Context: an optimization exercise on an open-source flow, tuned for small area, a short achievable clock period and few clock cycles per item. The choices shown serve that exercise and are no tape-out recipe. The RTL was checked by simulation tests, not by an equivalence proof against the original design. Power and IR drop assume default switching activity.

before:
==> flow/design.v <==
`default_nettype none
package spq_pkg;
   localparam int CAPACITY  = 16;
   localparam int TAG_WIDTH = 16;
   localparam int TAG_IN_W    = 16;
   localparam int PRIO_W      = 32;
   localparam int STATUS_W    = 2;
   localparam int COUNT_OUT_W = 5;
   localparam int STORED_TAG_W = (TAG_WIDTH < TAG_IN_W) ? TAG_WIDTH : TAG_IN_W;
   localparam int ADDR_W = $clog2(CAPACITY);
   localparam int CNT_W  = $clog2(CAPACITY + 1);
   localparam logic [CNT_W-1:0] CAP_CNT = CNT_W'(CAPACITY);
   localparam logic ACT_ENQ = 1'b0;
   localparam logic ACT_DEQ = 1'b1;
   localparam logic [STATUS_W-1:0] STATUS_OK    = 2'd0;
   localparam logic [STATUS_W-1:0] STATUS_EMPTY = 2'd1;
   localparam logic [STATUS_W-1:0] STATUS_FULL  = 2'd2;
endpackage
`default_nettype wire
`default_nettype none
import spq_pkg::*;
module sorted_priority_queue_unit (
   input  wire logic                   clock,
   input  wire logic                   reset,
   input  wire logic                   req_valid,
   output wire logic                   req_ready,
   input  wire logic                   req_action,
   input  wire logic [15:0]            req_item_tag,
   input  wire logic [31:0]            req_priority,
   output wire logic                   rsp_valid,
   input  wire logic                   rsp_ready,
   output wire logic [15:0]            rsp_out_tag,
   output wire logic [31:0]            rsp_out_priority,
   output wire logic                   rsp_out_valid,
   output wire logic [1:0]             rsp_status,
   output wire logic [4:0]             rsp_entry_count
);
   localparam int N = CAPACITY;
   logic                    z_valid;
   logic                    z_act;
   logic [STORED_TAG_W-1:0] z_tag;
   logic [PRIO_W-1:0]       z_prio;
   logic                    a_valid;
   logic                    a_act;
   logic [STORED_TAG_W-1:0] a_tag;
   logic [PRIO_W-1:0]       a_prio;
   logic                    b_valid;
   logic                    b_enq_ok;
   logic                    b_deq_ok;
   logic [STATUS_W-1:0]     b_status;
   logic [STORED_TAG_W-1:0] b_tag;
   logic [PRIO_W-1:0]       b_prio;
   logic [N-1:0]            b_cmp;
   logic                    b_cmp_x;
   logic [CNT_W-1:0]        b_pcnt;
   logic                    p_enq;
   logic                    p_deq;
   logic [N-1:0]            p_ge;
   logic [CNT_W-1:0]        cnt;
   logic [TAG_IN_W-1:0]     o_tag;
   logic [PRIO_W-1:0]       o_prio;
   logic [PRIO_W-1:0]       s_prio [N];
   logic [STORED_TAG_W-1:0] s_tag  [N];
   logic apply, move, take, b_free, a_free;
   logic [N-1:0] p_hold, p_new, p_left, p_right;
   logic [N-1:0] sel_hold, sel_new, sel_left, sel_right;
   logic [N-1:0] cmp, ge;
   logic cmp_x, a_enq_ok, a_deq_ok, a_full, a_empty;
   logic [STATUS_W-1:0] a_status;
   logic [CNT_W-1:0] a_cnt;
   assign req_ready = !z_valid;
   assign take      = req_valid && !z_valid;
   assign b_free    = !b_valid || rsp_ready;
   assign apply     = b_valid && rsp_ready;
   assign move      = a_valid && b_free;
   assign a_free    = !a_valid || b_free;
   always_comb begin
      for (int i = 0; i < N; i++) begin
         cmp[i] = s_prio[i] >= a_prio;
      end
      cmp_x    = b_prio >= a_prio;
      a_full   = cnt == CAP_CNT;
      a_empty  = cnt == '0;
      a_enq_ok = a_act == ACT_ENQ && !a_full;
      a_deq_ok = a_act == ACT_DEQ && !a_empty;
      a_status = (a_act == ACT_ENQ && a_full) ? STATUS_FULL :
                 ((a_act == ACT_DEQ && a_empty) ? STATUS_EMPTY : STATUS_OK);
      a_cnt    = a_enq_ok ? cnt + CNT_W'(1) : (a_deq_ok ? cnt - CNT_W'(1) : cnt);
   end
   always_comb begin
      for (int i = 0; i < N; i++) begin
         p_right[i] = p_deq;
         p_new[i]   = p_enq && !p_ge[i] && (i == 0 || p_ge[(i + N - 1) % N]);
         p_left[i]  = p_enq && !p_ge[i] && (i != 0 && !p_ge[(i + N - 1) % N]);
         p_hold[i]  = !(p_right[i] || p_new[i] || p_left[i]);
      end
      for (int i = 0; i < N; i++) begin
         ge[i] = ((p_hold[i] && b_cmp[i])
                  || (p_new[i] && b_cmp_x)
                  || (p_left[i] && i > 0 && b_cmp[(i + N - 1) % N])
                  || (p_right[i] && i < N - 1 && b_cmp[(i + 1) % N]))
                 && CNT_W'(i) < b_pcnt;
      end
      for (int i = 0; i < N; i++) begin
         sel_right[i] = apply && b_deq_ok;
         sel_new[i]   = apply && b_enq_ok && !ge[i] && (i == 0 || ge[(i + N - 1) % N]);
         sel_left[i]  = apply && b_enq_ok && !ge[i] && (i != 0 && !ge[(i + N - 1) % N]);
         sel_hold[i]  = !(sel_right[i] || sel_new[i] || sel_left[i]);
      end
   end
   logic [PRIO_W-1:0]       h_prio;
   logic [STORED_TAG_W-1:0] h_tag;
   always_comb begin
      h_prio = ({PRIO_W{sel_hold[0]}} & s_prio[0])
             | ({PRIO_W{sel_new[0]}}  & b_prio)
             | ({PRIO_W{sel_right[0]}} & s_prio[1]);
      h_tag  = ({STORED_TAG_W{sel_hold[0]}} & s_tag[0])
             | ({STORED_TAG_W{sel_new[0]}}  & b_tag)
             | ({STORED_TAG_W{sel_right[0]}} & s_tag[1]);
   end
   always_ff @(posedge clock) begin
      for (int i = 0; i < N; i++) begin
         s_prio[i] <= ({PRIO_W{sel_hold[i]}} & s_prio[i])
                    | ({PRIO_W{sel_new[i]}}  & b_prio)
                    | ({PRIO_W{sel_left[i]}} & s_prio[(i + N - 1) % N])
                    | ({PRIO_W{sel_right[i] && i < N - 1}} & s_prio[(i + 1) % N]);
         s_tag[i]  <= ({STORED_TAG_W{sel_hold[i]}} & s_tag[i])
                    | ({STORED_TAG_W{sel_new[i]}}  & b_tag)
                    | ({STORED_TAG_W{sel_left[i]}} & s_tag[(i + N - 1) % N])
                    | ({STORED_TAG_W{sel_right[i] && i < N - 1}} & s_tag[(i + 1) % N]);
      end
   end
   always_ff @(posedge clock) begin
      if (reset) begin
         z_valid <= 1'b0;
         a_valid <= 1'b0;
         b_valid <= 1'b0;
         cnt     <= '0;
      end else begin
         if (z_valid) begin
            if (a_free) z_valid <= 1'b0;
         end else if (take && !a_free) begin
            z_valid <= 1'b1;
         end
         if (z_valid || take) begin
            if (a_free) a_valid <= 1'b1;
         end else if (move) begin
            a_valid <= 1'b0;
         end
         if (move) b_valid <= 1'b1;
         else if (apply) b_valid <= 1'b0;
         if (move) cnt <= a_cnt;
      end
      if (take && !a_free) begin
         z_act  <= req_action;
         z_tag  <= req_item_tag[STORED_TAG_W-1:0];
         z_prio <= req_priority;
      end
      if (a_free) begin
         if (z_valid) begin
            a_act  <= z_act;
            a_tag  <= z_tag;
            a_prio <= z_prio;
         end else begin
            a_act  <= req_action;
            a_tag  <= req_item_tag[STORED_TAG_W-1:0];
            a_prio <= req_priority;
         end
      end
      if (move) begin
         o_tag    <= a_deq_ok ? TAG_IN_W'(h_tag) : '0;
         o_prio   <= a_deq_ok ? h_prio : '0;
         b_enq_ok <= a_enq_ok;
         b_deq_ok <= a_deq_ok;
         b_status <= a_status;
         b_tag    <= a_tag;
         b_prio   <= a_prio;
         b_cmp    <= cmp;
         b_cmp_x  <= cmp_x;
         b_pcnt   <= cnt;
         p_enq    <= apply && b_enq_ok;
         p_deq    <= apply && b_deq_ok;
         p_ge     <= ge;
      end
   end
   assign rsp_valid        = b_valid;
   assign rsp_out_tag      = o_tag;
   assign rsp_out_priority = o_prio;
   assign rsp_out_valid    = b_deq_ok;
   assign rsp_status       = b_status;
   assign rsp_entry_count  = COUNT_OUT_W'(cnt);
endmodule
`default_nettype wire
export LEC_CHECK = 0
export CAP_MARGIN = 20
export CORE_MARGIN = 2
export CORE_UTILIZATION = 65
export SETUP_SLACK_MARGIN = 3.0
export SLEW_MARGIN = 20
export TNS_END_PERCENT = 5
create_clock -name core_clock -period 5.5 [get_ports {clock}]
standard.sh (not shown) runs the stock make flow with config.mk's settings and CLKGATE_MAP_FILE= SYNTH_SCRIPT=/design/flow/synth_recipe.tcl, a recipe that flattens the netlist after the stock synthesis.
==> flow/flow/run.sh <==
#!/bin/bash
# Layout flow: the standard flow, with the port buffers made from
# sky130_fd_sc_hd__buf_4 instead of the delay buffer buffer_ports picks by
# default, so that repair can size them. Synthesis is the standard one.
set -euo pipefail
bash standard.sh synth > synth.log 2>&1
bash standard.sh "BUFFER_PORTS_ARGS=-buffer_cell sky130_fd_sc_hd__buf_4" finish > layout.log 2>&1
Testbench counts of before, summed over its fixed seeds: cycles 4,816, items 4,800.
## Diff of input files: after against before
==> flow/run.sh (new file) <==
#!/bin/bash
# synth_recipe.tcl (not shown) runs the flow's synth.tcl, then flattens the netlist and writes it again
# the make line also repeats each setting of config.mk as NAME=value (left out here)
make -C /OpenROAD-flow-scripts/flow DESIGN_CONFIG=/design/flow/config.mk WORK_HOME=/design/flow/orfs CLKGATE_MAP_FILE= SYNTH_SCRIPT=/design/flow/synth_recipe.tcl finish
removed: flow/flow/run.sh
removed: flow/standard.sh
[summary]
after finished all stages; the layout is clean.
Delta (after minus before): number of clock buffers in the layout now sits lower, count of vias placed by the detailed router now sits lower.
Diff before -> after: fraction of area in registers fell by 0.73 points; sequential share of power went down 0.2 points; footprint of the flip-flops and latches closely matched the old numbers.
From before to after the numbers moved as follows: share of the cycle needed by the critical path after routing decreased by 0.38 points relative to the old numbers; count of placed standard cells including taps saw little to no change; number of gates resized after CTS +76; power of the combinational group has increased.
after reports a higher power than before does.

==> separate check: timing with driven ports <==
The results above use ideal ports. As a check the final layouts listed here were re-extracted and re-timed, cells and wires unchanged. Step 1, drivers: a clkbuf_16 drives clock and a buf_2 each remaining input, both assumed. Step 2 moves the port delays by t, midway between the first and last clock arrival at a register: inputs arrive t later, outputs are due t later. That takes back most of the time a late clock gives input paths. Slacks: ideal ports / drivers / drivers and shift; pairs: ideal ports / drivers.
run | t (ns) | slack for setup (ns) | latest minus earliest clock arrival (ns) | slew at the worst register clock pin (ns) | cell pins on the clock port's net
before | 0.762 | 2.555 / 2.555 / 1.909 | 0.023 / 0.024 | 0.07 / 0.07 | 1
after | 0.761 | 2.576 / 2.576 / 1.995 | 0.025 / 0.026 | 0.07 / 0.07 | 1
After both steps every run listed still meets setup and hold. For before, which loses most, drivers alone change the setup slack by 0.000 ns; drivers and shift together by -0.646 ns.
